This is an optimization exercise on Yosys and OpenROAD, whose aim is small area, a short achievable clock period and few clock cycles per item, not a production implementation. RTL that was checked went through simulation tests only; none was proved equivalent to the original. Function not checked in run 1: the RTL went through the layout flow alone.

## flow/design.v (module list and top-level ports; edited modules follow where they fit)
// module afu_index: 9 lines
// module afu_rom: 1215 lines
// module afu_der_tree: 489 lines
// module activation_function_unit: 151 lines
module activation_function_unit (
	input  wire logic                 clk,
	input  wire logic                 arst_n,
	input  wire logic                 item_valid,
	output logic                      item_stall,
	input  wire logic signed [XW-1:0] x_in,
	input  wire logic                 last_in,
	output logic                      result_valid,
	input  wire logic                 result_stall,
	output logic signed [XW-1:0]      y_out,
	output logic                      last_out,
	input  wire logic                 cfg_valid,
	output logic                      cfg_ready,
	input  wire logic [2:0]           cfg_data
);
  // ...
==> flow/run.sh <==
#!/bin/bash
# synth_recipe.tcl (not shown) runs the flow's synth.tcl, then flattens the netlist and writes it again
# the make line also repeats each setting of config.mk as NAME=value (left out here)
make -C /OpenROAD-flow-scripts/flow DESIGN_CONFIG=/design/flow/config.mk WORK_HOME=/design/flow/orfs CLKGATE_MAP_FILE= SYNTH_SCRIPT=/design/flow/synth_recipe.tcl finish
==> flow/config.mk <==
export PLATFORM = sky130hd
export DESIGN_NAME = activation_function_unit
export DESIGN_NICKNAME = activation_function_unit
export VERILOG_FILES = /design/flow/design.v
export SDC_FILE = /design/flow/constraint.sdc
export NUM_CORES = 4
export LEC_CHECK = 0
export CAP_MARGIN = 20
export CORE_MARGIN = 2
export CORE_UTILIZATION = 40
export SLEW_MARGIN = 20
export SYNTH_MEMORY_MAX_BITS = 20000
==> flow/constraint.sdc <==
create_clock -name core_clock -period 12.0 [get_ports {clk}]
set_input_delay 2.4000 -clock core_clock [delete_from_list [all_inputs] [get_ports {clk}]]
set_output_delay 2.4000 -clock core_clock [all_outputs]
set_load 0.01 [all_outputs]
==> reports/qor.csv, run 1 <==
stage;metric;value;unit
finish;seq_share;0.236;
yosys;synthArstFlopShare;0.0673;
placed_design;io_buffers;43;
global_route;grt_use_met3;0.0438;
clocking;insertion_delay;0.36;ns
drt;drc;0;
drt;num_vias;9770;
die;initial_core_util;0.408;
run_status;status;timing/DRC/antenna clean;
worst_setup_path;path_depth;13;
sta;drv_slew;0;
finish;dominant-cell-class;multi-input combinational cells;
finish;num_antenna_cells;1;
sta;hold_violations;0;
drt;first_iter_violations;1202;
worst_setup_path;reg2reg_to;c2;
global_route;grt.met1_usage;0.322;
sta;fin_worst_skew;0.00748;ns
placed_design;gp_congestion;1.00;
yosys;synth_fa_ha_area_frac;0.249;
global_route;grt_max_degree;71;
clocking;hold_buffers;0;
worst_setup_path;crit_arrival;4.90;ns
worst_setup_path;worstPathCellList;buf_4 > ha_1 > or2_2 > fa_1 > fa_1 > fa_1 > inv_1 > fa_1 > inv_1 > ha_1 > a2111oi_0 > a21o_1 > nand3_1;
finish;design_area;12300;um^2
yosys;syn-cell-area;11400;um^2
yosys;synth_top_family_by_area;adder cells;
clocking;cts-root-buf;clkbuf_16;
yosys;synth-simple-area-share;0.173;
sta;setup_tns;0;ns
drt;dr.pass1.iters;6;
worst_setup_path;slowest_stage;fa_1;
finish;mostFrequentLayoutCells;139 x inv_1, 128 x nor2_1, 94 x fa_1;
worst_setup_path;start_kind;flop;
yosys;seq_area_frac_synth;0.256;
==> module afu_index, before the edit <==
module afu_index (
	input  wire logic                 use_tanh,
	input  wire logic signed [XW-1:0] x,
	output logic              [8:0]   k
);
	logic [8:0] field;
	assign field = use_tanh ? x[14:6] : {x[15], x[14:7]};
	assign k = (field ^ {9{x[15]}}) + 9'(x[15]);
endmodule
==> module activation_function_unit, before the edit <==
module activation_function_unit (
	input  wire logic                 clk,
	input  wire logic                 arst_n,
	input  wire logic                 item_valid,
	output logic                      item_stall,
	input  wire logic signed [XW-1:0] x_in,
	input  wire logic                 last_in,
	output logic                      result_valid,
	input  wire logic                 result_stall,
	output logic signed [XW-1:0]      y_out,
	output logic                      last_out,
	input  wire logic                 cfg_valid,
	output logic                      cfg_ready,
	input  wire logic [2:0]           cfg_data
);
	logic [2:0]           mode_q;
	logic                 adv, take, acc;
	logic                 v1;
	logic signed [XW-1:0] x1;
	logic [8:0]           k1;
	logic                 l1;
	logic [2:0]           m1;
	logic                 v2;
	logic [XW-1:0]        a2, b2;
	logic                 c2;
	logic                 l2;
	logic [XW-1:0]        y2;
	logic                 ov;
	logic signed [XW-1:0] y_q;
	logic                 l_q;
	logic                 sv;
	logic [XW-1:0]        s_y;
	logic                 s_l;
	logic                 neg;
	logic [8:0]           k0;
	logic [12:0]          tab;
	logic [12:0]          tanh_m;
	logic [27:0]          ta, tb;
	logic [12:0]          low;
	logic                 sat;
	logic [XW-1:0]        a1, b1;
	logic                 c1;
	assign adv = !sv;
	assign take = ov && !result_stall;
	assign acc = item_valid && adv;
	assign item_stall = sv;
	assign cfg_ready = 1'b1;
	assign result_valid = ov;
	assign y_out = y_q;
	assign last_out = l_q;
	assign neg = x1[15];
	afu_index u_index (
		.use_tanh(mode_q == MODE_TANH),
		.x       (x_in),
		.k       (k0)
	);
	afu_rom u_rom (
		.k(k1),
		.d(tab)
	);
	afu_der_tree u_der (
		.x (x1),
		.sd(m1 == MODE_SIG_DER),
		.a (ta),
		.b (tb)
	);
	assign low = {1'b0, ~ta[11:0]} + {1'b0, ~tb[11:0]};
	always_comb begin
		if (m1 == MODE_SIG_DER)
			sat = (x1 >= 16'sd13813) || (x1 <= -16'sd9717);
		else
			sat = (x1 >= 16'sd12289) || (x1 <= -16'sd12289);
		tanh_m = {1'b0, tab[12:1]};
		a1 = '0;
		b1 = '0;
		c1 = 1'b0;
		case (m1)
			MODE_SIG: begin
				a1 = {4'b0, !neg, tab[12:2] ^ {11{neg}}};
				c1 = tab[0] ^ neg;
			end
			MODE_TANH: begin
				if (x1[15:14] == 2'b01 && x1[13:0] != 14'd0)
					a1 = 16'h1000;
				else if (x1[15:14] == 2'b10)
					a1 = 16'hF000;
				else begin
					a1 = {{3{neg}}, tanh_m ^ {13{neg}}};
					c1 = neg;
				end
			end
			MODE_SIG_DER, MODE_TANH_DER: begin
				if (sat)
					a1 = 16'h8000;
				else begin
					a1 = ~ta[27:12];
					b1 = ~tb[27:12];
					c1 = low[12];
				end
			end
			MODE_IDENT: a1 = x1;
			MODE_ONE:   a1 = 16'h1000;
			default:    a1 = '0;
		endcase
	end
	assign y2 = a2 + b2 + 16'(c2);
	always_ff @(posedge clk or negedge arst_n) begin
		if (!arst_n) begin
			mode_q <= 3'(MODE_SIG);
			v1 <= 1'b0;
			v2 <= 1'b0;
			ov <= 1'b0;
			sv <= 1'b0;
		end else begin
			if (cfg_valid)
				mode_q <= cfg_data;
			if (adv) begin
				v1 <= acc;
				v2 <= v1;
			end
			if (sv) begin
				if (take) begin
					ov <= 1'b1;
					sv <= 1'b0;
				end
			end else if (!ov || take) begin
				ov <= v2;
			end else begin
				sv <= v2;
			end
		end
	end
	always_ff @(posedge clk) begin
		if (adv) begin
			x1 <= x_in;
			k1 <= k0;
			l1 <= last_in;
			m1 <= mode_q;
			a2 <= a1;
			b2 <= b1;
			c2 <= c1;
			l2 <= l1;
			s_y <= y2;
			s_l <= l2;
		end
		if (!ov || take) begin
			y_q <= sv ? s_y : y2;
			l_q <= sv ? s_l : l2;
		end
	end
endmodule
==> run 2, diff against run 1 <==
--- a/flow/design.v
+++ b/flow/design.v
@@ -4,28 +4,39 @@
 	typedef enum logic [2:0] {
 		MODE_SIG      = 3'd0,
 		MODE_SIG_DER  = 3'd1,
 		MODE_TANH     = 3'd2,
 		MODE_TANH_DER = 3'd3,
 		MODE_IDENT    = 3'd4,
 		MODE_ONE      = 3'd5
 	} afu_mode_t;
+	localparam logic [3:0] OP_SIG      = 4'b0000;
+	localparam logic [3:0] OP_TANH_DER = 4'b0001;
+	localparam logic [3:0] OP_TANH     = 4'b0010;
+	localparam logic [3:0] OP_IDENT    = 4'b0011;
+	localparam logic [3:0] OP_C1000    = 4'b0100;
+	localparam logic [3:0] OP_C0000    = 4'b0101;
+	localparam logic [3:0] OP_C8000    = 4'b0110;
+	localparam logic [3:0] OP_CF000    = 4'b0111;
+	localparam logic [3:0] OP_SIG_DER  = 4'b1000;
 endpackage
 `default_nettype wire
 `default_nettype none
 import afu_pkg::*;
 module afu_index (
-	input  wire logic                 use_tanh,
-	input  wire logic signed [XW-1:0] x,
-	output logic              [8:0]   k
+	input  wire logic        use_tanh,
+	input  wire logic        s,
+	input  wire logic        x14,
+	input  wire logic [13:0] w,
+	output logic      [8:0]  k
 );
 	logic [8:0] field;
-	assign field = use_tanh ? x[14:6] : {x[15], x[14:7]};
-	assign k = (field ^ {9{x[15]}}) + 9'(x[15]);
+	assign field = use_tanh ? {x14 ^ s, w[13:6]} : {1'b0, x14 ^ s, w[13:7]};
+	assign k = field + 9'(s);
 endmodule
 `default_nettype wire
 module afu_rom(k, d);
   input [8:0] k;
   wire [8:0] k;
   output [12:0] d;
   wire [12:0] d;
   wire _0000_;
@@ -1234,25 +1245,23 @@
   assign _0558_ = ~(_0524_ & _0557_);
   assign _0559_ = k[8] | _0558_;
   assign d[0] = ~(_0452_ & _0559_);
   assign _0561_ = _0354_ & _0218_;
   assign _0562_ = k[8] | _0561_;
   assign d[12] = ~(_0452_ & _0562_);
 endmodule
 module afu_der_tree (
-	input  wire logic [15:0] x,
+	input  wire logic [13:0] w,
+	input  wire logic        x14,
+	input  wire logic        s,
 	input  wire logic        sd,
 	output logic      [27:0] a,
 	output logic      [27:0] b
 );
-	logic        s;
-	logic [13:0] w;
-	assign s = x[15];
-	assign w = x[13:0] ^ {14{s}};
 	logic t1;
 	logic t2;
 	logic t3;
 	logic t4;
 	logic t5;
 	logic t6;
 	logic t7;
 	logic t8;
@@ -1481,256 +1490,256 @@
 	logic t231;
 	logic t232;
 	logic t233;
 	logic t234;
 	logic t235;
 	logic t236;
 	logic t237;
 	logic t238;
-	assign t1 = (w[0] & w[13]) ^ (w[1] & w[12]) ^ (w[2] & w[11]);
-	assign t2 = ((w[0] & w[13]) & (w[1] & w[12])) | ((w[0] & w[13]) & (w[2] & w[11])) | ((w[1] & w[12]) & (w[2] & w[11]));
-	assign t3 = (w[0] & w[7]) ^ (w[1] & w[6]);
-	assign t4 = (w[0] & w[7]) & (w[1] & w[6]);
-	assign t5 = (w[0] & w[8]) ^ (w[1] & w[7]);
-	assign t6 = (w[0] & w[8]) & (w[1] & w[7]);
-	assign t7 = (w[0] & w[9]) ^ (w[1] & w[8]) ^ (w[2] & w[7]);
-	assign t8 = ((w[0] & w[9]) & (w[1] & w[8])) | ((w[0] & w[9]) & (w[2] & w[7])) | ((w[1] & w[8]) & (w[2] & w[7]));
-	assign t9 = (w[3] & w[6]) ^ (w[4] & w[5]);
-	assign t10 = (w[3] & w[6]) & (w[4] & w[5]);
-	assign t11 = (w[0] & w[10]) ^ (w[1] & w[9]) ^ (w[2] & w[8]);
-	assign t12 = ((w[0] & w[10]) & (w[1] & w[9])) | ((w[0] & w[10]) & (w[2] & w[8])) | ((w[1] & w[9]) & (w[2] & w[8]));
-	assign t13 = (w[3] & w[7]) ^ (w[4] & w[6]);
-	assign t14 = (w[3] & w[7]) & (w[4] & w[6]);
-	assign t15 = (w[0] & w[11]) ^ (w[1] & w[10]) ^ (w[2] & w[9]);
-	assign t16 = ((w[0] & w[11]) & (w[1] & w[10])) | ((w[0] & w[11]) & (w[2] & w[9])) | ((w[1] & w[10]) & (w[2] & w[9]));
-	assign t17 = (w[3] & w[8]) ^ (w[4] & w[7]) ^ (w[5] & w[6]);
-	assign t18 = ((w[3] & w[8]) & (w[4] & w[7])) | ((w[3] & w[8]) & (w[5] & w[6])) | ((w[4] & w[7]) & (w[5] & w[6]));
-	assign t19 = w[6] ^ (s & w[11]);
-	assign t20 = w[6] & (s & w[11]);
-	assign t21 = (w[0] & w[12]) ^ (w[1] & w[11]) ^ (w[2] & w[10]);
-	assign t22 = ((w[0] & w[12]) & (w[1] & w[11])) | ((w[0] & w[12]) & (w[2] & w[10])) | ((w[1] & w[11]) & (w[2] & w[10]));
-	assign t23 = (w[3] & w[9]) ^ (w[4] & w[8]) ^ (w[5] & w[7]);
-	assign t24 = ((w[3] & w[9]) & (w[4] & w[8])) | ((w[3] & w[9]) & (w[5] & w[7])) | ((w[4] & w[8]) & (w[5] & w[7]));
-	assign t25 = (s & w[12]) ^ (sd & ~x[1]) ^ ~sd;
-	assign t26 = ((s & w[12]) & (sd & ~x[1])) | ((s & w[12]) & ~sd) | ((sd & ~x[1]) & ~sd);
-	assign t27 = t1 ^ (w[3] & w[10]) ^ (w[4] & w[9]);
-	assign t28 = (t1 & (w[3] & w[10])) | (t1 & (w[4] & w[9])) | ((w[3] & w[10]) & (w[4] & w[9]));
-	assign t29 = (w[5] & w[8]) ^ (w[6] & w[7]) ^ w[7];
-	assign t30 = ((w[5] & w[8]) & (w[6] & w[7])) | ((w[5] & w[8]) & w[7]) | ((w[6] & w[7]) & w[7]);
-	assign t31 = (s & w[13]) ^ (sd & ~x[2]) ^ ~sd;
-	assign t32 = ((s & w[13]) & (sd & ~x[2])) | ((s & w[13]) & ~sd) | ((sd & ~x[2]) & ~sd);
-	assign t33 = t2 ^ (w[1] & w[13]) ^ (w[2] & w[12]);
-	assign t34 = (t2 & (w[1] & w[13])) | (t2 & (w[2] & w[12])) | ((w[1] & w[13]) & (w[2] & w[12]));
-	assign t35 = (w[3] & w[11]) ^ (w[4] & w[10]) ^ (w[5] & w[9]);
-	assign t36 = ((w[3] & w[11]) & (w[4] & w[10])) | ((w[3] & w[11]) & (w[5] & w[9])) | ((w[4] & w[10]) & (w[5] & w[9]));
-	assign t37 = (w[6] & w[8]) ^ (sd & ~x[3]) ^ ~sd;
-	assign t38 = ((w[6] & w[8]) & (sd & ~x[3])) | ((w[6] & w[8]) & ~sd) | ((sd & ~x[3]) & ~sd);
-	assign t39 = (w[2] & w[13]) ^ (w[3] & w[12]) ^ (w[4] & w[11]);
-	assign t40 = ((w[2] & w[13]) & (w[3] & w[12])) | ((w[2] & w[13]) & (w[4] & w[11])) | ((w[3] & w[12]) & (w[4] & w[11]));
-	assign t41 = (w[5] & w[10]) ^ (w[6] & w[9]) ^ (w[7] & w[8]);
-	assign t42 = ((w[5] & w[10]) & (w[6] & w[9])) | ((w[5] & w[10]) & (w[7] & w[8])) | ((w[6] & w[9]) & (w[7] & w[8]));
-	assign t43 = w[8] ^ (sd & ~x[4]) ^ ~sd;
-	assign t44 = (w[8] & (sd & ~x[4])) | (w[8] & ~sd) | ((sd & ~x[4]) & ~sd);
-	assign t45 = (w[3] & w[13]) ^ (w[4] & w[12]) ^ (w[5] & w[11]);
-	assign t46 = ((w[3] & w[13]) & (w[4] & w[12])) | ((w[3] & w[13]) & (w[5] & w[11])) | ((w[4] & w[12]) & (w[5] & w[11]));
-	assign t47 = (w[6] & w[10]) ^ (w[7] & w[9]) ^ (sd & ~x[5]);
-	assign t48 = ((w[6] & w[10]) & (w[7] & w[9])) | ((w[6] & w[10]) & (sd & ~x[5])) | ((w[7] & w[9]) & (sd & ~x[5]));
-	assign t49 = (w[4] & w[13]) ^ (w[5] & w[12]) ^ (w[6] & w[11]);
-	assign t50 = ((w[4] & w[13]) & (w[5] & w[12])) | ((w[4] & w[13]) & (w[6] & w[11])) | ((w[5] & w[12]) & (w[6] & w[11]));
-	assign t51 = (w[7] & w[10]) ^ (w[8] & w[9]) ^ w[9];
-	assign t52 = ((w[7] & w[10]) & (w[8] & w[9])) | ((w[7] & w[10]) & w[9]) | ((w[8] & w[9]) & w[9]);
-	assign t53 = (w[5] & w[13]) ^ (w[6] & w[12]) ^ (w[7] & w[11]);
-	assign t54 = ((w[5] & w[13]) & (w[6] & w[12])) | ((w[5] & w[13]) & (w[7] & w[11])) | ((w[6] & w[12]) & (w[7] & w[11]));
-	assign t55 = (w[6] & w[13]) ^ (w[7] & w[12]) ^ (w[8] & w[11]);
-	assign t56 = ((w[6] & w[13]) & (w[7] & w[12])) | ((w[6] & w[13]) & (w[8] & w[11])) | ((w[7] & w[12]) & (w[8] & w[11]));
-	assign t57 = (w[0] & w[3]) ^ (w[1] & w[2]);
-	assign t58 = (w[0] & w[3]) & (w[1] & w[2]);
-	assign t59 = (w[0] & w[4]) ^ (w[1] & w[3]);
-	assign t60 = (w[0] & w[4]) & (w[1] & w[3]);
-	assign t61 = (w[0] & w[5]) ^ (w[1] & w[4]) ^ (w[2] & w[3]);
-	assign t62 = ((w[0] & w[5]) & (w[1] & w[4])) | ((w[0] & w[5]) & (w[2] & w[3])) | ((w[1] & w[4]) & (w[2] & w[3]));
-	assign t63 = w[3] ^ (s & w[5]);
-	assign t64 = w[3] & (s & w[5]);
-	assign t65 = (w[0] & w[6]) ^ (w[1] & w[5]) ^ (w[2] & w[4]);
-	assign t66 = ((w[0] & w[6]) & (w[1] & w[5])) | ((w[0] & w[6]) & (w[2] & w[4])) | ((w[1] & w[5]) & (w[2] & w[4]));
-	assign t67 = (s & w[6]) ^ 1'b1;
-	assign t68 = (s & w[6]) & 1'b1;
-	assign t69 = t3 ^ (w[2] & w[5]) ^ (w[3] & w[4]);
-	assign t70 = (t3 & (w[2] & w[5])) | (t3 & (w[3] & w[4])) | ((w[2] & w[5]) & (w[3] & w[4]));
-	assign t71 = w[4] ^ (s & w[7]) ^ 1'b1;
-	assign t72 = (w[4] & (s & w[7])) | (w[4] & 1'b1) | ((s & w[7]) & 1'b1);
-	assign t73 = t4 ^ t5 ^ (w[2] & w[6]);
-	assign t74 = (t4 & t5) | (t4 & (w[2] & w[6])) | (t5 & (w[2] & w[6]));
-	assign t75 = (w[3] & w[5]) ^ (s & w[8]) ^ 1'b1;
-	assign t76 = ((w[3] & w[5]) & (s & w[8])) | ((w[3] & w[5]) & 1'b1) | ((s & w[8]) & 1'b1);
-	assign t77 = t6 ^ t7 ^ t9;
-	assign t78 = (t6 & t7) | (t6 & t9) | (t7 & t9);
-	assign t79 = w[5] ^ (s & w[9]) ^ 1'b1;
-	assign t80 = (w[5] & (s & w[9])) | (w[5] & 1'b1) | ((s & w[9]) & 1'b1);
-	assign t81 = t8 ^ t10 ^ t11;
-	assign t82 = (t8 & t10) | (t8 & t11) | (t10 & t11);
-	assign t83 = t13 ^ (s & w[10]) ^ 1'b1;
-	assign t84 = (t13 & (s & w[10])) | (t13 & 1'b1) | ((s & w[10]) & 1'b1);
-	assign t85 = t12 ^ t14 ^ t15;
-	assign t86 = (t12 & t14) | (t12 & t15) | (t14 & t15);
-	assign t87 = t17 ^ t19 ^ (sd & ~x[0]);
-	assign t88 = (t17 & t19) | (t17 & (sd & ~x[0])) | (t19 & (sd & ~x[0]));
-	assign t89 = t16 ^ t18 ^ t20;
-	assign t90 = (t16 & t18) | (t16 & t20) | (t18 & t20);
-	assign t91 = t21 ^ t23 ^ t25;
-	assign t92 = (t21 & t23) | (t21 & t25) | (t23 & t25);
-	assign t93 = t22 ^ t24 ^ t26;
-	assign t94 = (t22 & t24) | (t22 & t26) | (t24 & t26);
-	assign t95 = t27 ^ t29 ^ t31;
-	assign t96 = (t27 & t29) | (t27 & t31) | (t29 & t31);
-	assign t97 = t28 ^ t30 ^ t32;
-	assign t98 = (t28 & t30) | (t28 & t32) | (t30 & t32);
-	assign t99 = t33 ^ t35 ^ t37;
-	assign t100 = (t33 & t35) | (t33 & t37) | (t35 & t37);
-	assign t101 = t34 ^ t36 ^ t38;
-	assign t102 = (t34 & t36) | (t34 & t38) | (t36 & t38);
-	assign t103 = t39 ^ t41 ^ t43;
-	assign t104 = (t39 & t41) | (t39 & t43) | (t41 & t43);
-	assign t105 = t40 ^ t42 ^ t44;
-	assign t106 = (t40 & t42) | (t40 & t44) | (t42 & t44);
-	assign t107 = t45 ^ t47 ^ ~sd;
-	assign t108 = (t45 & t47) | (t45 & ~sd) | (t47 & ~sd);
-	assign t109 = t46 ^ t48 ^ t49;
-	assign t110 = (t46 & t48) | (t46 & t49) | (t48 & t49);
-	assign t111 = t51 ^ (sd & ~x[6]) ^ ~sd;
-	assign t112 = (t51 & (sd & ~x[6])) | (t51 & ~sd) | ((sd & ~x[6]) & ~sd);
-	assign t113 = t50 ^ t52 ^ t53;
-	assign t114 = (t50 & t52) | (t50 & t53) | (t52 & t53);
-	assign t115 = (w[8] & w[10]) ^ (sd & ~x[7]) ^ ~sd;
-	assign t116 = ((w[8] & w[10]) & (sd & ~x[7])) | ((w[8] & w[10]) & ~sd) | ((sd & ~x[7]) & ~sd);
-	assign t117 = t54 ^ t55 ^ (w[9] & w[10]);
-	assign t118 = (t54 & t55) | (t54 & (w[9] & w[10])) | (t55 & (w[9] & w[10]));
-	assign t119 = w[10] ^ (sd & ~x[8]) ^ ~sd;
-	assign t120 = (w[10] & (sd & ~x[8])) | (w[10] & ~sd) | ((sd & ~x[8]) & ~sd);
-	assign t121 = t56 ^ (w[7] & w[13]) ^ (w[8] & w[12]);
-	assign t122 = (t56 & (w[7] & w[13])) | (t56 & (w[8] & w[12])) | ((w[7] & w[13]) & (w[8] & w[12]));
-	assign t123 = (w[9] & w[11]) ^ (sd & ~x[9]) ^ ~sd;
-	assign t124 = ((w[9] & w[11]) & (sd & ~x[9])) | ((w[9] & w[11]) & ~sd) | ((sd & ~x[9]) & ~sd);
-	assign t125 = (w[8] & w[13]) ^ (w[9] & w[12]) ^ (w[10] & w[11]);
-	assign t126 = ((w[8] & w[13]) & (w[9] & w[12])) | ((w[8] & w[13]) & (w[10] & w[11])) | ((w[9] & w[12]) & (w[10] & w[11]));
-	assign t127 = w[11] ^ (sd & ~x[10]) ^ ~sd;
-	assign t128 = (w[11] & (sd & ~x[10])) | (w[11] & ~sd) | ((sd & ~x[10]) & ~sd);
-	assign t129 = (w[9] & w[13]) ^ (w[10] & w[12]) ^ (sd & ~x[11]);
-	assign t130 = ((w[9] & w[13]) & (w[10] & w[12])) | ((w[9] & w[13]) & (sd & ~x[11])) | ((w[10] & w[12]) & (sd & ~x[11]));
-	assign t131 = (w[10] & w[13]) ^ (w[11] & w[12]);
-	assign t132 = (w[10] & w[13]) & (w[11] & w[12]);
-	assign t133 = (w[0] & w[1]) ^ w[1];
-	assign t134 = (w[0] & w[1]) & w[1];
-	assign t135 = (w[0] & w[2]) ^ (s & w[2]);
-	assign t136 = (w[0] & w[2]) & (s & w[2]);
-	assign t137 = t57 ^ w[2] ^ (s & w[3]);
-	assign t138 = (t57 & w[2]) | (t57 & (s & w[3])) | (w[2] & (s & w[3]));
-	assign t139 = t58 ^ t59 ^ (s & w[4]);
-	assign t140 = (t58 & t59) | (t58 & (s & w[4])) | (t59 & (s & w[4]));
-	assign t141 = t60 ^ t61 ^ t63;
-	assign t142 = (t60 & t61) | (t60 & t63) | (t61 & t63);
-	assign t143 = t62 ^ t64 ^ t65;
-	assign t144 = (t62 & t64) | (t62 & t65) | (t64 & t65);
-	assign t145 = t66 ^ t68 ^ t69;
-	assign t146 = (t66 & t68) | (t66 & t69) | (t68 & t69);
-	assign t147 = t70 ^ t72 ^ t73;
-	assign t148 = (t70 & t72) | (t70 & t73) | (t72 & t73);
-	assign t149 = t74 ^ t76 ^ t77;
-	assign t150 = (t74 & t76) | (t74 & t77) | (t76 & t77);
-	assign t151 = t78 ^ t80 ^ t81;
-	assign t152 = (t78 & t80) | (t78 & t81) | (t80 & t81);
-	assign t153 = t82 ^ t84 ^ t85;
-	assign t154 = (t82 & t84) | (t82 & t85) | (t84 & t85);
-	assign t155 = t86 ^ t88 ^ t89;
-	assign t156 = (t86 & t88) | (t86 & t89) | (t88 & t89);
-	assign t157 = t90 ^ t92 ^ t93;
-	assign t158 = (t90 & t92) | (t90 & t93) | (t92 & t93);
-	assign t159 = t94 ^ t96 ^ t97;
-	assign t160 = (t94 & t96) | (t94 & t97) | (t96 & t97);
-	assign t161 = t98 ^ t100 ^ t101;
-	assign t162 = (t98 & t100) | (t98 & t101) | (t100 & t101);
-	assign t163 = t102 ^ t104 ^ t105;
-	assign t164 = (t102 & t104) | (t102 & t105) | (t104 & t105);
-	assign t165 = t106 ^ t108 ^ t109;
-	assign t166 = (t106 & t108) | (t106 & t109) | (t108 & t109);
-	assign t167 = t110 ^ t112 ^ t113;
-	assign t168 = (t110 & t112) | (t110 & t113) | (t112 & t113);
-	assign t169 = t114 ^ t116 ^ t117;
-	assign t170 = (t114 & t116) | (t114 & t117) | (t116 & t117);
-	assign t171 = t118 ^ t120 ^ t121;
-	assign t172 = (t118 & t120) | (t118 & t121) | (t120 & t121);
-	assign t173 = t122 ^ t124 ^ t125;
-	assign t174 = (t122 & t124) | (t122 & t125) | (t124 & t125);
-	assign t175 = t126 ^ t128 ^ t129;
-	assign t176 = (t126 & t128) | (t126 & t129) | (t128 & t129);
-	assign t177 = t130 ^ t131 ^ w[12];
-	assign t178 = (t130 & t131) | (t130 & w[12]) | (t131 & w[12]);
-	assign t179 = t132 ^ (w[11] & w[13]) ^ (sd & ~x[13]);
-	assign t180 = (t132 & (w[11] & w[13])) | (t132 & (sd & ~x[13])) | ((w[11] & w[13]) & (sd & ~x[13]));
-	assign t181 = (w[12] & w[13]) ^ w[13] ^ (sd & ~x[14]);
-	assign t182 = ((w[12] & w[13]) & w[13]) | ((w[12] & w[13]) & (sd & ~x[14])) | (w[13] & (sd & ~x[14]));
-	assign t183 = w[0] ^ s;
-	assign t184 = w[0] & s;
-	assign t185 = (s & w[0]) ^ 1'b1;
-	assign t186 = (s & w[0]) & 1'b1;
-	assign t187 = t133 ^ (s & w[1]) ^ 1'b1;
-	assign t188 = (t133 & (s & w[1])) | (t133 & 1'b1) | ((s & w[1]) & 1'b1);
-	assign t189 = t134 ^ t135 ^ 1'b1;
-	assign t190 = (t134 & t135) | (t134 & 1'b1) | (t135 & 1'b1);
-	assign t191 = t136 ^ t137 ^ 1'b1;
-	assign t192 = (t136 & t137) | (t136 & 1'b1) | (t137 & 1'b1);
-	assign t193 = t138 ^ t139 ^ 1'b1;
-	assign t194 = (t138 & t139) | (t138 & 1'b1) | (t139 & 1'b1);
-	assign t195 = t140 ^ t141 ^ 1'b1;
-	assign t196 = (t140 & t141) | (t140 & 1'b1) | (t141 & 1'b1);
-	assign t197 = t142 ^ t143 ^ t67;
-	assign t198 = (t142 & t143) | (t142 & t67) | (t143 & t67);
-	assign t199 = t144 ^ t145 ^ t71;
-	assign t200 = (t144 & t145) | (t144 & t71) | (t145 & t71);
-	assign t201 = t146 ^ t147 ^ t75;
-	assign t202 = (t146 & t147) | (t146 & t75) | (t147 & t75);
-	assign t203 = t148 ^ t149 ^ t79;
-	assign t204 = (t148 & t149) | (t148 & t79) | (t149 & t79);
-	assign t205 = t150 ^ t151 ^ t83;
-	assign t206 = (t150 & t151) | (t150 & t83) | (t151 & t83);
-	assign t207 = t152 ^ t153 ^ t87;
-	assign t208 = (t152 & t153) | (t152 & t87) | (t153 & t87);
-	assign t209 = t154 ^ t155 ^ t91;
-	assign t210 = (t154 & t155) | (t154 & t91) | (t155 & t91);
-	assign t211 = t156 ^ t157 ^ t95;
-	assign t212 = (t156 & t157) | (t156 & t95) | (t157 & t95);
-	assign t213 = t158 ^ t159 ^ t99;
-	assign t214 = (t158 & t159) | (t158 & t99) | (t159 & t99);
-	assign t215 = t160 ^ t161 ^ t103;
-	assign t216 = (t160 & t161) | (t160 & t103) | (t161 & t103);
-	assign t217 = t162 ^ t163 ^ t107;
-	assign t218 = (t162 & t163) | (t162 & t107) | (t163 & t107);
-	assign t219 = t164 ^ t165 ^ t111;
-	assign t220 = (t164 & t165) | (t164 & t111) | (t165 & t111);
-	assign t221 = t166 ^ t167 ^ t115;
-	assign t222 = (t166 & t167) | (t166 & t115) | (t167 & t115);
-	assign t223 = t168 ^ t169 ^ t119;
-	assign t224 = (t168 & t169) | (t168 & t119) | (t169 & t119);
-	assign t225 = t170 ^ t171 ^ t123;
-	assign t226 = (t170 & t171) | (t170 & t123) | (t171 & t123);
-	assign t227 = t172 ^ t173 ^ t127;
-	assign t228 = (t172 & t173) | (t172 & t127) | (t173 & t127);
-	assign t229 = t174 ^ t175 ^ ~sd;
-	assign t230 = (t174 & t175) | (t174 & ~sd) | (t175 & ~sd);
-	assign t231 = t176 ^ t177 ^ (sd & ~x[12]);
-	assign t232 = (t176 & t177) | (t176 & (sd & ~x[12])) | (t177 & (sd & ~x[12]));
-	assign t233 = t178 ^ t179 ^ ~sd;
-	assign t234 = (t178 & t179) | (t178 & ~sd) | (t179 & ~sd);
-	assign t235 = t180 ^ t181 ^ ~sd;
-	assign t236 = (t180 & t181) | (t180 & ~sd) | (t181 & ~sd);
-	assign t237 = t182 ^ (sd & ~x[15]) ^ ~sd;
-	assign t238 = (t182 & (sd & ~x[15])) | (t182 & ~sd) | ((sd & ~x[15]) & ~sd);
-	assign a = {t236, t234, t232, t230, t228, t226, t224, t222, t220, t218, t216, t214, t212, t210, t208, t206, t204, t202, t200, t198, t196, t194, t192, t190, t188, t186, t184, t183};
-	assign b = {t237, t235, t233, t231, t229, t227, t225, t223, t221, t219, t217, t215, t213, t211, t209, t207, t205, t203, t201, t199, t197, t195, t193, t191, t189, t187, t185, ~sd};
+	assign t1 = ~(~w[0] ^ ~s);
+	assign t2 = ~w[0] | ~s;
+	assign t3 = ~(1'b0 ^ t2);
+	assign t4 = 1'b0 | t2;
+	assign t5 = 1'b0 ^ ~w[1] ^ ~(w[0] & w[1]);
+	assign t6 = (1'b0 & ~w[1]) | (1'b0 & ~(w[0] & w[1])) | (~w[1] & ~(w[0] & w[1]));
+	assign t7 = ~(~(s & w[1]) ^ t4);
+	assign t8 = ~(s & w[1]) | t4;
+	assign t9 = 1'b0 ^ ~(w[0] & w[2]) ^ ~(s & w[2]);
+	assign t10 = (1'b0 & ~(w[0] & w[2])) | (1'b0 & ~(s & w[2])) | (~(w[0] & w[2]) & ~(s & w[2]));
+	assign t11 = ~(t8 ^ t6);
+	assign t12 = t8 | t6;
+	assign t13 = 1'b0 ^ ~w[2] ^ ~(w[0] & w[3]);
+	assign t14 = (1'b0 & ~w[2]) | (1'b0 & ~(w[0] & w[3])) | (~w[2] & ~(w[0] & w[3]));
+	assign t15 = ~(w[1] & w[2]) ^ ~(s & w[3]) ^ t10;
+	assign t16 = (~(w[1] & w[2]) & ~(s & w[3])) | (~(w[1] & w[2]) & t10) | (~(s & w[3]) & t10);
+	assign t17 = ~(t13 ^ t12);
+	assign t18 = t13 | t12;
+	assign t19 = 1'b0 ^ ~(w[0] & w[4]) ^ ~(w[1] & w[3]);
+	assign t20 = (1'b0 & ~(w[0] & w[4])) | (1'b0 & ~(w[1] & w[3])) | (~(w[0] & w[4]) & ~(w[1] & w[3]));
+	assign t21 = ~(s & w[4]) ^ t14 ^ t19;
+	assign t22 = (~(s & w[4]) & t14) | (~(s & w[4]) & t19) | (t14 & t19);
+	assign t23 = ~(t16 ^ t18);
+	assign t24 = t16 | t18;
+	assign t25 = 1'b0 ^ ~w[3] ^ ~(w[0] & w[5]);
+	assign t26 = (1'b0 & ~w[3]) | (1'b0 & ~(w[0] & w[5])) | (~w[3] & ~(w[0] & w[5]));
+	assign t27 = ~(w[1] & w[4]) ^ ~(w[2] & w[3]) ^ ~(s & w[5]);
+	assign t28 = (~(w[1] & w[4]) & ~(w[2] & w[3])) | (~(w[1] & w[4]) & ~(s & w[5])) | (~(w[2] & w[3]) & ~(s & w[5]));
+	assign t29 = t20 ^ t25 ^ t27;
+	assign t30 = (t20 & t25) | (t20 & t27) | (t25 & t27);
+	assign t31 = ~(t22 ^ t29);
+	assign t32 = t22 | t29;
+	assign t33 = 1'b0 ^ ~(w[0] & w[6]) ^ ~(w[1] & w[5]);
+	assign t34 = (1'b0 & ~(w[0] & w[6])) | (1'b0 & ~(w[1] & w[5])) | (~(w[0] & w[6]) & ~(w[1] & w[5]));
+	assign t35 = ~(w[2] & w[4]) ^ ~(s & w[6]) ^ t26;
+	assign t36 = (~(w[2] & w[4]) & ~(s & w[6])) | (~(w[2] & w[4]) & t26) | (~(s & w[6]) & t26);
+	assign t37 = t28 ^ t33 ^ t30;
+	assign t38 = (t28 & t33) | (t28 & t30) | (t33 & t30);
+	assign t39 = ~(t35 ^ t32);
+	assign t40 = t35 | t32;
+	assign t41 = 1'b0 ^ ~w[4] ^ ~(w[0] & w[7]);
+	assign t42 = (1'b0 & ~w[4]) | (1'b0 & ~(w[0] & w[7])) | (~w[4] & ~(w[0] & w[7]));
+	assign t43 = ~(w[1] & w[6]) ^ ~(w[2] & w[5]) ^ ~(w[3] & w[4]);
+	assign t44 = (~(w[1] & w[6]) & ~(w[2] & w[5])) | (~(w[1] & w[6]) & ~(w[3] & w[4])) | (~(w[2] & w[5]) & ~(w[3] & w[4]));
+	assign t45 = ~(s & w[7]) ^ t34 ^ t41;
+	assign t46 = (~(s & w[7]) & t34) | (~(s & w[7]) & t41) | (t34 & t41);
+	assign t47 = t43 ^ t36 ^ t45;
+	assign t48 = (t43 & t36) | (t43 & t45) | (t36 & t45);
+	assign t49 = ~(t38 ^ t40);
+	assign t50 = t38 | t40;
+	assign t51 = 1'b0 ^ ~(w[0] & w[8]) ^ ~(w[1] & w[7]);
+	assign t52 = (1'b0 & ~(w[0] & w[8])) | (1'b0 & ~(w[1] & w[7])) | (~(w[0] & w[8]) & ~(w[1] & w[7]));
+	assign t53 = ~(w[2] & w[6]) ^ ~(w[3] & w[5]) ^ ~(s & w[8]);
+	assign t54 = (~(w[2] & w[6]) & ~(w[3] & w[5])) | (~(w[2] & w[6]) & ~(s & w[8])) | (~(w[3] & w[5]) & ~(s & w[8]));
+	assign t55 = t42 ^ t44 ^ t51;
+	assign t56 = (t42 & t44) | (t42 & t51) | (t44 & t51);
+	assign t57 = t53 ^ t46 ^ t55;
+	assign t58 = (t53 & t46) | (t53 & t55) | (t46 & t55);
+	assign t59 = ~(t48 ^ t57);
+	assign t60 = t48 | t57;
+	assign t61 = 1'b0 ^ ~w[5] ^ ~(w[0] & w[9]);
+	assign t62 = (1'b0 & ~w[5]) | (1'b0 & ~(w[0] & w[9])) | (~w[5] & ~(w[0] & w[9]));
+	assign t63 = ~(w[1] & w[8]) ^ ~(w[2] & w[7]) ^ ~(w[3] & w[6]);
+	assign t64 = (~(w[1] & w[8]) & ~(w[2] & w[7])) | (~(w[1] & w[8]) & ~(w[3] & w[6])) | (~(w[2] & w[7]) & ~(w[3] & w[6]));
+	assign t65 = ~(w[4] & w[5]) ^ ~(s & w[9]) ^ t52;
+	assign t66 = (~(w[4] & w[5]) & ~(s & w[9])) | (~(w[4] & w[5]) & t52) | (~(s & w[9]) & t52);
+	assign t67 = t54 ^ t61 ^ t63;
+	assign t68 = (t54 & t61) | (t54 & t63) | (t61 & t63);
+	assign t69 = t56 ^ t65 ^ t67;
+	assign t70 = (t56 & t65) | (t56 & t67) | (t65 & t67);
+	assign t71 = ~(t58 ^ t69);
+	assign t72 = t58 | t69;
+	assign t73 = 1'b0 ^ ~(w[0] & w[10]) ^ ~(w[1] & w[9]);
+	assign t74 = (1'b0 & ~(w[0] & w[10])) | (1'b0 & ~(w[1] & w[9])) | (~(w[0] & w[10]) & ~(w[1] & w[9]));
+	assign t75 = ~(w[2] & w[8]) ^ ~(w[3] & w[7]) ^ ~(w[4] & w[6]);
+	assign t76 = (~(w[2] & w[8]) & ~(w[3] & w[7])) | (~(w[2] & w[8]) & ~(w[4] & w[6])) | (~(w[3] & w[7]) & ~(w[4] & w[6]));
+	assign t77 = ~(s & w[10]) ^ t62 ^ t64;
+	assign t78 = (~(s & w[10]) & t62) | (~(s & w[10]) & t64) | (t62 & t64);
+	assign t79 = t73 ^ t75 ^ t66;
+	assign t80 = (t73 & t75) | (t73 & t66) | (t75 & t66);
+	assign t81 = t68 ^ t77 ^ t79;
+	assign t82 = (t68 & t77) | (t68 & t79) | (t77 & t79);
+	assign t83 = ~(t70 ^ t72);
+	assign t84 = t70 | t72;
+	assign t85 = ~w[6] ^ ~(w[0] & w[11]) ^ ~(w[1] & w[10]);
+	assign t86 = (~w[6] & ~(w[0] & w[11])) | (~w[6] & ~(w[1] & w[10])) | (~(w[0] & w[11]) & ~(w[1] & w[10]));
+	assign t87 = ~(w[2] & w[9]) ^ ~(w[3] & w[8]) ^ ~(w[4] & w[7]);
+	assign t88 = (~(w[2] & w[9]) & ~(w[3] & w[8])) | (~(w[2] & w[9]) & ~(w[4] & w[7])) | (~(w[3] & w[8]) & ~(w[4] & w[7]));
+	assign t89 = ~(w[5] & w[6]) ^ ~(s & w[11]) ^ ~(sd & ~(w[0] ^ s));
+	assign t90 = (~(w[5] & w[6]) & ~(s & w[11])) | (~(w[5] & w[6]) & ~(sd & ~(w[0] ^ s))) | (~(s & w[11]) & ~(sd & ~(w[0] ^ s)));
+	assign t91 = t74 ^ t76 ^ t85;
+	assign t92 = (t74 & t76) | (t74 & t85) | (t76 & t85);
+	assign t93 = t87 ^ t89 ^ t78;
+	assign t94 = (t87 & t89) | (t87 & t78) | (t89 & t78);
+	assign t95 = t91 ^ t80 ^ t93;
+	assign t96 = (t91 & t80) | (t91 & t93) | (t80 & t93);
+	assign t97 = ~(t82 ^ t95);
+	assign t98 = t82 | t95;
+	assign t99 = ~~sd ^ ~(w[0] & w[12]) ^ ~(w[1] & w[11]);
+	assign t100 = (~~sd & ~(w[0] & w[12])) | (~~sd & ~(w[1] & w[11])) | (~(w[0] & w[12]) & ~(w[1] & w[11]));
+	assign t101 = ~(w[2] & w[10]) ^ ~(w[3] & w[9]) ^ ~(w[4] & w[8]);
+	assign t102 = (~(w[2] & w[10]) & ~(w[3] & w[9])) | (~(w[2] & w[10]) & ~(w[4] & w[8])) | (~(w[3] & w[9]) & ~(w[4] & w[8]));
+	assign t103 = ~(w[5] & w[7]) ^ ~(s & w[12]) ^ ~(sd & ~(w[1] ^ s));
+	assign t104 = (~(w[5] & w[7]) & ~(s & w[12])) | (~(w[5] & w[7]) & ~(sd & ~(w[1] ^ s))) | (~(s & w[12]) & ~(sd & ~(w[1] ^ s)));
+	assign t105 = t86 ^ t88 ^ t99;
+	assign t106 = (t86 & t88) | (t86 & t99) | (t88 & t99);
+	assign t107 = t101 ^ t90 ^ t103;
+	assign t108 = (t101 & t90) | (t101 & t103) | (t90 & t103);
+	assign t109 = t92 ^ t105 ^ t107;
+	assign t110 = (t92 & t105) | (t92 & t107) | (t105 & t107);
+	assign t111 = t94 ^ t109 ^ t96;
+	assign t112 = (t94 & t109) | (t94 & t96) | (t109 & t96);
+	assign t113 = ~w[7] ^ ~~sd ^ ~(w[0] & w[13]);
+	assign t114 = (~w[7] & ~~sd) | (~w[7] & ~(w[0] & w[13])) | (~~sd & ~(w[0] & w[13]));
+	assign t115 = ~(w[1] & w[12]) ^ ~(w[2] & w[11]) ^ ~(w[3] & w[10]);
+	assign t116 = (~(w[1] & w[12]) & ~(w[2] & w[11])) | (~(w[1] & w[12]) & ~(w[3] & w[10])) | (~(w[2] & w[11]) & ~(w[3] & w[10]));
+	assign t117 = ~(w[4] & w[9]) ^ ~(w[5] & w[8]) ^ ~(w[6] & w[7]);
+	assign t118 = (~(w[4] & w[9]) & ~(w[5] & w[8])) | (~(w[4] & w[9]) & ~(w[6] & w[7])) | (~(w[5] & w[8]) & ~(w[6] & w[7]));
+	assign t119 = ~(s & w[13]) ^ ~(sd & ~(w[2] ^ s)) ^ t100;
+	assign t120 = (~(s & w[13]) & ~(sd & ~(w[2] ^ s))) | (~(s & w[13]) & t100) | (~(sd & ~(w[2] ^ s)) & t100);
+	assign t121 = t102 ^ t113 ^ t115;
+	assign t122 = (t102 & t113) | (t102 & t115) | (t113 & t115);
+	assign t123 = t117 ^ t104 ^ t106;
+	assign t124 = (t117 & t104) | (t117 & t106) | (t104 & t106);
+	assign t125 = t119 ^ t121 ^ t108;
+	assign t126 = (t119 & t121) | (t119 & t108) | (t121 & t108);
+	assign t127 = t123 ^ t110 ^ t125;
+	assign t128 = (t123 & t110) | (t123 & t125) | (t110 & t125);
+	assign t129 = ~~sd ^ ~(w[1] & w[13]) ^ ~(w[2] & w[12]);
+	assign t130 = (~~sd & ~(w[1] & w[13])) | (~~sd & ~(w[2] & w[12])) | (~(w[1] & w[13]) & ~(w[2] & w[12]));
+	assign t131 = ~(w[3] & w[11]) ^ ~(w[4] & w[10]) ^ ~(w[5] & w[9]);
+	assign t132 = (~(w[3] & w[11]) & ~(w[4] & w[10])) | (~(w[3] & w[11]) & ~(w[5] & w[9])) | (~(w[4] & w[10]) & ~(w[5] & w[9]));
+	assign t133 = ~(w[6] & w[8]) ^ ~(sd & ~(w[3] ^ s)) ^ t114;
+	assign t134 = (~(w[6] & w[8]) & ~(sd & ~(w[3] ^ s))) | (~(w[6] & w[8]) & t114) | (~(sd & ~(w[3] ^ s)) & t114);
+	assign t135 = t116 ^ t118 ^ t129;
+	assign t136 = (t116 & t118) | (t116 & t129) | (t118 & t129);
+	assign t137 = t131 ^ t120 ^ t122;
+	assign t138 = (t131 & t120) | (t131 & t122) | (t120 & t122);
+	assign t139 = t133 ^ t135 ^ t124;
+	assign t140 = (t133 & t135) | (t133 & t124) | (t135 & t124);
+	assign t141 = t137 ^ t126 ^ t139;
+	assign t142 = (t137 & t126) | (t137 & t139) | (t126 & t139);
+	assign t143 = ~w[8] ^ ~~sd ^ ~(w[2] & w[13]);
+	assign t144 = (~w[8] & ~~sd) | (~w[8] & ~(w[2] & w[13])) | (~~sd & ~(w[2] & w[13]));
+	assign t145 = ~(w[3] & w[12]) ^ ~(w[4] & w[11]) ^ ~(w[5] & w[10]);
+	assign t146 = (~(w[3] & w[12]) & ~(w[4] & w[11])) | (~(w[3] & w[12]) & ~(w[5] & w[10])) | (~(w[4] & w[11]) & ~(w[5] & w[10]));
+	assign t147 = ~(w[6] & w[9]) ^ ~(w[7] & w[8]) ^ ~(sd & ~(w[4] ^ s));
+	assign t148 = (~(w[6] & w[9]) & ~(w[7] & w[8])) | (~(w[6] & w[9]) & ~(sd & ~(w[4] ^ s))) | (~(w[7] & w[8]) & ~(sd & ~(w[4] ^ s)));
+	assign t149 = t130 ^ t132 ^ t143;
+	assign t150 = (t130 & t132) | (t130 & t143) | (t132 & t143);
+	assign t151 = t145 ^ t147 ^ t134;
+	assign t152 = (t145 & t147) | (t145 & t134) | (t147 & t134);
+	assign t153 = t136 ^ t149 ^ t138;
+	assign t154 = (t136 & t149) | (t136 & t138) | (t149 & t138);
+	assign t155 = t151 ^ t140 ^ t153;
+	assign t156 = (t151 & t140) | (t151 & t153) | (t140 & t153);
+	assign t157 = ~~sd ^ ~(w[3] & w[13]) ^ ~(w[4] & w[12]);
+	assign t158 = (~~sd & ~(w[3] & w[13])) | (~~sd & ~(w[4] & w[12])) | (~(w[3] & w[13]) & ~(w[4] & w[12]));
+	assign t159 = ~(w[5] & w[11]) ^ ~(w[6] & w[10]) ^ ~(w[7] & w[9]);
+	assign t160 = (~(w[5] & w[11]) & ~(w[6] & w[10])) | (~(w[5] & w[11]) & ~(w[7] & w[9])) | (~(w[6] & w[10]) & ~(w[7] & w[9]));
+	assign t161 = ~(sd & ~(w[5] ^ s)) ^ t144 ^ t146;
+	assign t162 = (~(sd & ~(w[5] ^ s)) & t144) | (~(sd & ~(w[5] ^ s)) & t146) | (t144 & t146);
+	assign t163 = t157 ^ t159 ^ t148;
+	assign t164 = (t157 & t159) | (t157 & t148) | (t159 & t148);
+	assign t165 = t150 ^ t161 ^ t163;
+	assign t166 = (t150 & t161) | (t150 & t163) | (t161 & t163);
+	assign t167 = t152 ^ t165 ^ t154;
+	assign t168 = (t152 & t165) | (t152 & t154) | (t165 & t154);
+	assign t169 = ~w[9] ^ ~~sd ^ ~(w[4] & w[13]);
+	assign t170 = (~w[9] & ~~sd) | (~w[9] & ~(w[4] & w[13])) | (~~sd & ~(w[4] & w[13]));
+	assign t171 = ~(w[5] & w[12]) ^ ~(w[6] & w[11]) ^ ~(w[7] & w[10]);
+	assign t172 = (~(w[5] & w[12]) & ~(w[6] & w[11])) | (~(w[5] & w[12]) & ~(w[7] & w[10])) | (~(w[6] & w[11]) & ~(w[7] & w[10]));
+	assign t173 = ~(w[8] & w[9]) ^ ~(sd & ~(w[6] ^ s)) ^ t158;
+	assign t174 = (~(w[8] & w[9]) & ~(sd & ~(w[6] ^ s))) | (~(w[8] & w[9]) & t158) | (~(sd & ~(w[6] ^ s)) & t158);
+	assign t175 = t160 ^ t169 ^ t171;
+	assign t176 = (t160 & t169) | (t160 & t171) | (t169 & t171);
+	assign t177 = t162 ^ t173 ^ t175;
+	assign t178 = (t162 & t173) | (t162 & t175) | (t173 & t175);
+	assign t179 = t164 ^ t177 ^ t166;
+	assign t180 = (t164 & t177) | (t164 & t166) | (t177 & t166);
+	assign t181 = ~~sd ^ ~(w[5] & w[13]) ^ ~(w[6] & w[12]);
+	assign t182 = (~~sd & ~(w[5] & w[13])) | (~~sd & ~(w[6] & w[12])) | (~(w[5] & w[13]) & ~(w[6] & w[12]));
+	assign t183 = ~(w[7] & w[11]) ^ ~(w[8] & w[10]) ^ ~(sd & ~(w[7] ^ s));
+	assign t184 = (~(w[7] & w[11]) & ~(w[8] & w[10])) | (~(w[7] & w[11]) & ~(sd & ~(w[7] ^ s))) | (~(w[8] & w[10]) & ~(sd & ~(w[7] ^ s)));
+	assign t185 = t170 ^ t172 ^ t181;
+	assign t186 = (t170 & t172) | (t170 & t181) | (t172 & t181);
+	assign t187 = t183 ^ t174 ^ t176;
+	assign t188 = (t183 & t174) | (t183 & t176) | (t174 & t176);
+	assign t189 = t185 ^ t178 ^ t187;
+	assign t190 = (t185 & t178) | (t185 & t187) | (t178 & t187);
+	assign t191 = ~w[10] ^ ~~sd ^ ~(w[6] & w[13]);
+	assign t192 = (~w[10] & ~~sd) | (~w[10] & ~(w[6] & w[13])) | (~~sd & ~(w[6] & w[13]));
+	assign t193 = ~(w[7] & w[12]) ^ ~(w[8] & w[11]) ^ ~(w[9] & w[10]);
+	assign t194 = (~(w[7] & w[12]) & ~(w[8] & w[11])) | (~(w[7] & w[12]) & ~(w[9] & w[10])) | (~(w[8] & w[11]) & ~(w[9] & w[10]));
+	assign t195 = ~(sd & ~(w[8] ^ s)) ^ t182 ^ t191;
+	assign t196 = (~(sd & ~(w[8] ^ s)) & t182) | (~(sd & ~(w[8] ^ s)) & t191) | (t182 & t191);
+	assign t197 = t193 ^ t184 ^ t186;
+	assign t198 = (t193 & t184) | (t193 & t186) | (t184 & t186);
+	assign t199 = t195 ^ t188 ^ t197;
+	assign t200 = (t195 & t188) | (t195 & t197) | (t188 & t197);
+	assign t201 = ~~sd ^ ~(w[7] & w[13]) ^ ~(w[8] & w[12]);
+	assign t202 = (~~sd & ~(w[7] & w[13])) | (~~sd & ~(w[8] & w[12])) | (~(w[7] & w[13]) & ~(w[8] & w[12]));
+	assign t203 = ~(w[9] & w[11]) ^ ~(sd & ~(w[9] ^ s)) ^ t192;
+	assign t204 = (~(w[9] & w[11]) & ~(sd & ~(w[9] ^ s))) | (~(w[9] & w[11]) & t192) | (~(sd & ~(w[9] ^ s)) & t192);
+	assign t205 = t194 ^ t201 ^ t196;
+	assign t206 = (t194 & t201) | (t194 & t196) | (t201 & t196);
+	assign t207 = t203 ^ t198 ^ t205;
+	assign t208 = (t203 & t198) | (t203 & t205) | (t198 & t205);
+	assign t209 = ~w[11] ^ ~~sd ^ ~(w[8] & w[13]);
+	assign t210 = (~w[11] & ~~sd) | (~w[11] & ~(w[8] & w[13])) | (~~sd & ~(w[8] & w[13]));
+	assign t211 = ~(w[9] & w[12]) ^ ~(w[10] & w[11]) ^ ~(sd & ~(w[10] ^ s));
+	assign t212 = (~(w[9] & w[12]) & ~(w[10] & w[11])) | (~(w[9] & w[12]) & ~(sd & ~(w[10] ^ s))) | (~(w[10] & w[11]) & ~(sd & ~(w[10] ^ s)));
+	assign t213 = t202 ^ t209 ^ t211;
+	assign t214 = (t202 & t209) | (t202 & t211) | (t209 & t211);
+	assign t215 = t204 ^ t213 ^ t206;
+	assign t216 = (t204 & t213) | (t204 & t206) | (t213 & t206);
+	assign t217 = ~~sd ^ ~(w[9] & w[13]) ^ ~(w[10] & w[12]);
+	assign t218 = (~~sd & ~(w[9] & w[13])) | (~~sd & ~(w[10] & w[12])) | (~(w[9] & w[13]) & ~(w[10] & w[12]));
+	assign t219 = ~(sd & ~(w[11] ^ s)) ^ t210 ^ t217;
+	assign t220 = (~(sd & ~(w[11] ^ s)) & t210) | (~(sd & ~(w[11] ^ s)) & t217) | (t210 & t217);
+	assign t221 = t212 ^ t219 ^ t214;
+	assign t222 = (t212 & t219) | (t212 & t214) | (t219 & t214);
+	assign t223 = ~w[12] ^ ~(w[10] & w[13]) ^ ~(w[11] & w[12]);
+	assign t224 = (~w[12] & ~(w[10] & w[13])) | (~w[12] & ~(w[11] & w[12])) | (~(w[10] & w[13]) & ~(w[11] & w[12]));
+	assign t225 = ~(sd & ~(w[12] ^ s)) ^ t218 ^ t223;
+	assign t226 = (~(sd & ~(w[12] ^ s)) & t218) | (~(sd & ~(w[12] ^ s)) & t223) | (t218 & t223);
+	assign t227 = ~(t220 ^ t225);
+	assign t228 = t220 | t225;
+	assign t229 = ~~sd ^ ~(w[11] & w[13]) ^ ~(sd & ~(w[13] ^ s));
+	assign t230 = (~~sd & ~(w[11] & w[13])) | (~~sd & ~(sd & ~(w[13] ^ s))) | (~(w[11] & w[13]) & ~(sd & ~(w[13] ^ s)));
+	assign t231 = t224 ^ t229 ^ t226;
+	assign t232 = (t224 & t229) | (t224 & t226) | (t229 & t226);
+	assign t233 = ~w[13] ^ ~~sd ^ ~(w[12] & w[13]);
+	assign t234 = (~w[13] & ~~sd) | (~w[13] & ~(w[12] & w[13])) | (~~sd & ~(w[12] & w[13]));
+	assign t235 = ~(sd & ~x14) ^ t233 ^ t230;
+	assign t236 = (~(sd & ~x14) & t233) | (~(sd & ~x14) & t230) | (t233 & t230);
+	assign t237 = ~~sd ^ ~(sd & ~s) ^ t234;
+	assign t238 = (~~sd & ~(sd & ~s)) | (~~sd & t234) | (~(sd & ~s) & t234);
+	assign a = {t236, t232, t228, t222, t216, t208, t200, t190, t180, t168, t156, t142, t128, t112, t98, t84, t81, t60, t50, t47, t37, t24, t21, t15, t9, t5, ~(s & w[0]), ~~sd};
+	assign b = {t237, t235, t231, t227, t221, t215, t207, t199, t189, t179, t167, t155, t141, t127, t111, t97, t83, t71, t59, t49, t39, t31, t23, t17, t11, t7, t3, t1};
 endmodule
 `default_nettype none
 import afu_pkg::*;
 module activation_function_unit (
 	input  wire logic                 clk,
 	input  wire logic                 arst_n,
 	input  wire logic                 item_valid,
 	output logic                      item_stall,
@@ -1742,136 +1751,148 @@
 	output logic                      last_out,
 	input  wire logic                 cfg_valid,
 	output logic                      cfg_ready,
 	input  wire logic [2:0]           cfg_data
 );
 	logic [2:0]           mode_q;
 	logic                 adv, take, acc;
 	logic                 v1;
+	logic                 s1, x14_1;
+	logic [13:0]          w1;
 	logic signed [XW-1:0] x1;
-	logic [8:0]           k1;
 	logic                 l1;
-	logic [2:0]           m1;
+	logic [3:0]           op1;
 	logic                 v2;
 	logic [XW-1:0]        a2, b2;
 	logic                 c2;
 	logic                 l2;
 	logic [XW-1:0]        y2;
 	logic                 ov;
 	logic signed [XW-1:0] y_q;
 	logic                 l_q;
-	logic                 sv;
+	logic                 sv, sv_o;
+	logic [3:0]           op0;
 	logic [XW-1:0]        s_y;
 	logic                 s_l;
 	logic                 neg;
-	logic [8:0]           k0;
+	logic [8:0]           k0, k1;
 	logic [12:0]          tab;
 	logic [12:0]          tanh_m;
 	logic [27:0]          ta, tb;
 	logic [12:0]          low;
-	logic                 sat;
 	logic [XW-1:0]        a1, b1;
 	logic                 c1;
 	assign adv = !sv;
 	assign take = ov && !result_stall;
 	assign acc = item_valid && adv;
-	assign item_stall = sv;
+	assign item_stall = sv_o;
 	assign cfg_ready = 1'b1;
 	assign result_valid = ov;
 	assign y_out = y_q;
 	assign last_out = l_q;
-	assign neg = x1[15];
+	assign neg = s1;
+	assign x1 = {s1, x14_1, w1 ^ {14{s1}}};
 	afu_index u_index (
 		.use_tanh(mode_q == MODE_TANH),
-		.x       (x_in),
+		.s       (x_in[15]),
+		.x14     (x_in[14]),
+		.w       (x_in[13:0] ^ {14{x_in[15]}}),
 		.k       (k0)
 	);
 	afu_rom u_rom (
 		.k(k1),
 		.d(tab)
 	);
 	afu_der_tree u_der (
-		.x (x1),
-		.sd(m1 == MODE_SIG_DER),
+		.w  (w1),
+		.x14(x14_1),
+		.s  (s1),
+		.sd(op1[3]),
 		.a (ta),
 		.b (tb)
 	);
-	assign low = {1'b0, ~ta[11:0]} + {1'b0, ~tb[11:0]};
+	assign low = {1'b0, ta[11:0]} + {1'b0, tb[11:0]};
+	always_comb begin
+		op0 = OP_SIG;
+		case (mode_q)
+			MODE_SIG:      op0 = OP_SIG;
+			MODE_SIG_DER:  op0 = (x_in >= 16'sd13813 || x_in <= -16'sd9717) ? OP_C8000 : OP_SIG_DER;
+			MODE_TANH:     op0 = (x_in[15:14] == 2'b01 && x_in[13:0] != 14'd0) ? OP_C1000 :
+			                     (x_in[15:14] == 2'b10) ? OP_CF000 : OP_TANH;
+			MODE_TANH_DER: op0 = (x_in >= 16'sd12289 || x_in <= -16'sd12289) ? OP_C8000 : OP_TANH_DER;
+			MODE_IDENT:    op0 = OP_IDENT;
+			MODE_ONE:      op0 = OP_C1000;
+			default:       op0 = OP_C0000;
+		endcase
+	end
 	always_comb begin
-		if (m1 == MODE_SIG_DER)
-			sat = (x1 >= 16'sd13813) || (x1 <= -16'sd9717);
-		else
-			sat = (x1 >= 16'sd12289) || (x1 <= -16'sd12289);
 		tanh_m = {1'b0, tab[12:1]};
 		a1 = '0;
 		b1 = '0;
 		c1 = 1'b0;
-		case (m1)
-			MODE_SIG: begin
+		case (op1)
+			OP_SIG: begin
 				a1 = {4'b0, !neg, tab[12:2] ^ {11{neg}}};
 				c1 = tab[0] ^ neg;
 			end
-			MODE_TANH: begin
-				if (x1[15:14] == 2'b01 && x1[13:0] != 14'd0)
-					a1 = 16'h1000;
-				else if (x1[15:14] == 2'b10)
-					a1 = 16'hF000;
-				else begin
-					a1 = {{3{neg}}, tanh_m ^ {13{neg}}};
-					c1 = neg;
-				end
+			OP_TANH: begin
+				a1 = {{3{neg}}, tanh_m ^ {13{neg}}};
+				c1 = neg;
 			end
-			MODE_SIG_DER, MODE_TANH_DER: begin
-				if (sat)
-					a1 = 16'h8000;
-				else begin
-					a1 = ~ta[27:12];
-					b1 = ~tb[27:12];
-					c1 = low[12];
-				end
+			OP_SIG_DER, OP_TANH_DER: begin
+				a1 = ta[27:12];
+				b1 = tb[27:12];
+				c1 = low[12];
 			end
-			MODE_IDENT: a1 = x1;
-			MODE_ONE:   a1 = 16'h1000;
-			default:    a1 = '0;
+			OP_IDENT: a1 = x1;
+			OP_C1000: a1 = 16'h1000;
+			OP_C8000: a1 = 16'h8000;
+			OP_CF000: a1 = 16'hF000;
+			default:  a1 = '0;
 		endcase
 	end
 	assign y2 = a2 + b2 + 16'(c2);
 	always_ff @(posedge clk or negedge arst_n) begin
 		if (!arst_n) begin
 			mode_q <= 3'(MODE_SIG);
 			v1 <= 1'b0;
 			v2 <= 1'b0;
 			ov <= 1'b0;
 			sv <= 1'b0;
+			sv_o <= 1'b0;
 		end else begin
 			if (cfg_valid)
 				mode_q <= cfg_data;
 			if (adv) begin
 				v1 <= acc;
 				v2 <= v1;
 			end
 			if (sv) begin
 				if (take) begin
 					ov <= 1'b1;
 					sv <= 1'b0;
+					sv_o <= 1'b0;
 				end
 			end else if (!ov || take) begin
 				ov <= v2;
 			end else begin
 				sv <= v2;
+				sv_o <= v2;
 			end
 		end
 	end
 	always_ff @(posedge clk) begin
 		if (adv) begin
-			x1 <= x_in;
-			k1 <= k0;
+			s1 <= x_in[15];
+			x14_1 <= x_in[14];
+			w1 <= x_in[13:0] ^ {14{x_in[15]}};
 			l1 <= last_in;
-			m1 <= mode_q;
+			op1 <= op0;
+			k1 <= k0;
 			a2 <= a1;
 			b2 <= b1;
 			c2 <= c1;
 			l2 <= l1;
 			s_y <= y2;
 			s_l <= l2;
 		end
 		if (!ov || take) begin
==> flow/config.mk (replaced) <==
export PLATFORM = sky130hd
export DESIGN_NAME = activation_function_unit
export DESIGN_NICKNAME = activation_function_unit
export VERILOG_FILES = /design/flow/design.v
export SDC_FILE = /design/flow/constraint.sdc
export NUM_CORES = 4
export LEC_CHECK = 0
export ABC_AREA = 1
export CAP_MARGIN = 20
export CORE_MARGIN = 2
export CORE_UTILIZATION = 60
export SLEW_MARGIN = 20
export SYNTH_MEMORY_MAX_BITS = 20000
==> run 2 against run 1 <==
Against the previous run:
- highest routed layer is now met4
- sequential share of layout area increased by 0.36 points
- clock-buffer cell count stayed put
- fmax increased by 9.2%
- critical path type is now in2reg
- global-route usage rose by 10 points
==> reports/qor.csv, run 2 <==
stage;metric;value;unit;change
die;die_w;143;um;was 173 um
flow_run;max_cap_viol_count;0;;unchanged
drt;drtAntennaViolNets;0;;unchanged
sta;fin_crit_sh;0.366;;was 0.400
yosys;synth_edf_count;81;;was 80
die;rows;50;;was 61
sta;setup_tns;0;ns;unchanged
run_status;status;timing/DRC/antenna clean;;unchanged
global_route;grt_max_degree;63;;was 71
clocking;htree_num_levels;3;;unchanged
yosys;synth_xor_area_frac;0.0242;;was 0.0307
global_route;grt_pass1_wl;51500;um;was 52800 um
worst_setup_path;start_kind;input pin;;was flop
finish;num_antenna_cells;0;;was 1
finish;fin_util;0.658;;was 0.442
drt;drc;0;;unchanged
worst_setup_path;reg2reg_from;op1[3];;was x1[15]
worst_setup_path;reg2reg_to;b2[3];;was c2
clocking;ctsLongestPathBuffers;2;;unchanged
clocking;hold_buffers;0;;unchanged
clocking;cts_tree;yes;;unchanged
clocking;cts-root-buf;clkbuf_16;;unchanged
hold_path;hold_end;l2;;unchanged
worst_setup_path;path_max_fanout;20;;was 39
global_route;grt.busiest_layer;met2;;unchanged
yosys;yosysTopAreaCell;edfxtp_1;;unchanged
yosys;synth_fa_ha_area_frac;0.252;;was 0.249
yosys;synth_compound_area_frac;0.0887;;was 0.187
yosys;synth-simple-area-share;0.262;;was 0.173
finish;drive_gt1_frac;0.0326;;was 0.0741
placed_design;io_buffers;43;;unchanged
clocking;cts_sinks;106;;was 104
finish;design_area;12400;um^2;was 12300 um^2
sta;tightest_slew;1.03;ns;was 1.02 ns
yosys;synthMuxAreaShare;0;;was 0.0265
finish;syn2layout_area_growth;6.99;%;was 8.37%
yosys;synthFlopType;edfxtp_1;;unchanged
yosys;synth_fp_nets;1763;;was 1474
yosys;synth_top_family_by_area;simple AND/OR/NAND/NOR gates;;was adder cells
die;die_h;143;um;was 173 um
placed_design;gp_congestion;1.04;;was 1.00
sta;drv_slew;0;;unchanged
clocking;cts_made_buffers;9;;unchanged
drt;drt-total-wl;32300;um;was 32800 um
global_route;antenna_found_initial;0;;was 2
worst_setup_path;critPathKind;in2reg;;was reg2reg
placed_design;placed_cell_area;12100;um^2;was 12000 um^2
global_route;grt.met1_usage;0.421;;was 0.322
drt;routedWlPerCell;17.7;um;was 19.9 um
global_route;grt_use_met3;0.0443;;was 0.0438
hold_path;min-delay-start;l1;;unchanged
drt;first_iter_violations;1143;;was 1202
yosys;syn-cell-area;11600;um^2;was 11400 um^2
finish;mostFrequentLayoutCells;410 x nand2_1, 276 x inv_1, 132 x nand3_1;;was 139 x inv_1, 128 x nor2_1, 94 x fa_1
worst_setup_path;crit_arrival;4.50;ns;was 4.90 ns
drt;num_vias;10446;;was 9770
yosys;synth_top_area_share;0.210;;was 0.211
clocking;cts_setup_buffers;0;;unchanged
worst_setup_path;reg2reg_depth;11;;was 13
yosys;netlist_top_cells_area;edfxtp_1 21%, fa_1 16%, nand2_1 13%;;was edfxtp_1 21%, fa_1 17%, ha_1 8.3%
yosys;synthArstFlopShare;0.0755;;was 0.0673
sta;fin_worst_skew;0.0118;ns;was 0.00748 ns
sta;rsz0062_at_grt;false;;unchanged
yosys;seq_area_frac_synth;0.257;;was 0.256
drt;dr.pass1.iters;6;;unchanged
die;initial_core_util;0.615;;was 0.408
global_route;use_met2;0.540;;was 0.332
clocking;insertion_delay;0.36;ns;about the same
sta;hold_violations;0;;unchanged
run 2: cells by family (layout without fill, tap and decap cells):
family | after synthesis | after routing
AO/OA/AOI/OAI | 185 | 185
flip-flops | 106 | 106
AND/OR/NAND/NOR | 719 | 719
other | 1 | 1
buffers and inverters | 343 | 347
XOR/XNOR | 32 | 32
adder cells (fa/ha/maj) | 176 | 176
run 2: final cells by class:
type                    instances  area, um^2
fillers                      1687        6440
flip-flops and latches        106        2970
multi-input cells            1113        7260
repair buffers                 50         483
inverters                     281        1050
clock buffers                   9         225
clock inverters                 7        68.8
well taps                     260         325
run 2: how the worst max path moves through the flow:
stage / from / to / slack, ns
4_1_cts: x_in[15] / k1[8] / 7.62
5_1_grt: x_in[15] / k1[8] / 7.42
3_3_place_gp: x_in[15] / op1[2] / 7.35
2_1_floorplan: x_in[15] / k1[8] / 7.85
6_report: x_in[15] / k1[8] / 7.61
3_5_place_dp: x_in[15] / k1[8] / 7.27
run 2: per-layer routing:
layer,wire length (um),part of all wire
met1,13000,0.40
met4,1680,0.052
met2,15400,0.48
met3,2300,0.071
met5,0,0
run 2: critical path, cell delays in order:
cell and delay, ns:
clkdlybuf4s50_1 0.46, buf_4 0.28, xor2_1 0.21, nand2_1 0.06, o21ai_0 0.11, ha_1 0.23, ha_1 0.22, nand4_1 0.16
nor2_1 0.13, nand2_1 0.07, xor2_1 0.15
run 2: metrics by stage:
step | hold slack (ns) | worst slack, ns
2_1_floorplan | 0.400 | 7.85
3_3_place_gp | 0.429 | 7.35
3_5_place_dp | 0.422 | 7.27
4_1_cts | 0.452 | 7.62
5_1_grt | 0.451 | 7.42
6_report | 0.442 | 7.61
Testbench counts of run 2, summed over its fixed seeds: cycles 24,024, items 24,000.

port drivers added, routing unchanged:
No port has a modelled driver above. Below, the same layouts with a new extraction and two added sets of constraints. Step 1: set_driving_cell puts a clkbuf_16 on clk and a buf_2 on each other input, an assumption about the parent block. Step 2 also shifts input and output timing later by t, the mid clock arrival at the registers, as if the neighbouring blocks saw the same clock. a / b / c = ideal ports / drivers / drivers and shift; a / b = the first two.
run | t, ns | setup slack, ns | worst setup path after step 2
run 1 | 0.403 | 7.205 / 7.205 / 6.883 | input to register
run 2 | 0.396 | 7.610 / 7.630 / 7.234 | input to register
After both steps setup and hold are still met in every run listed. The setup slack of run 2, which loses most, moves by +0.020 ns with the drivers and by -0.376 ns with both steps.
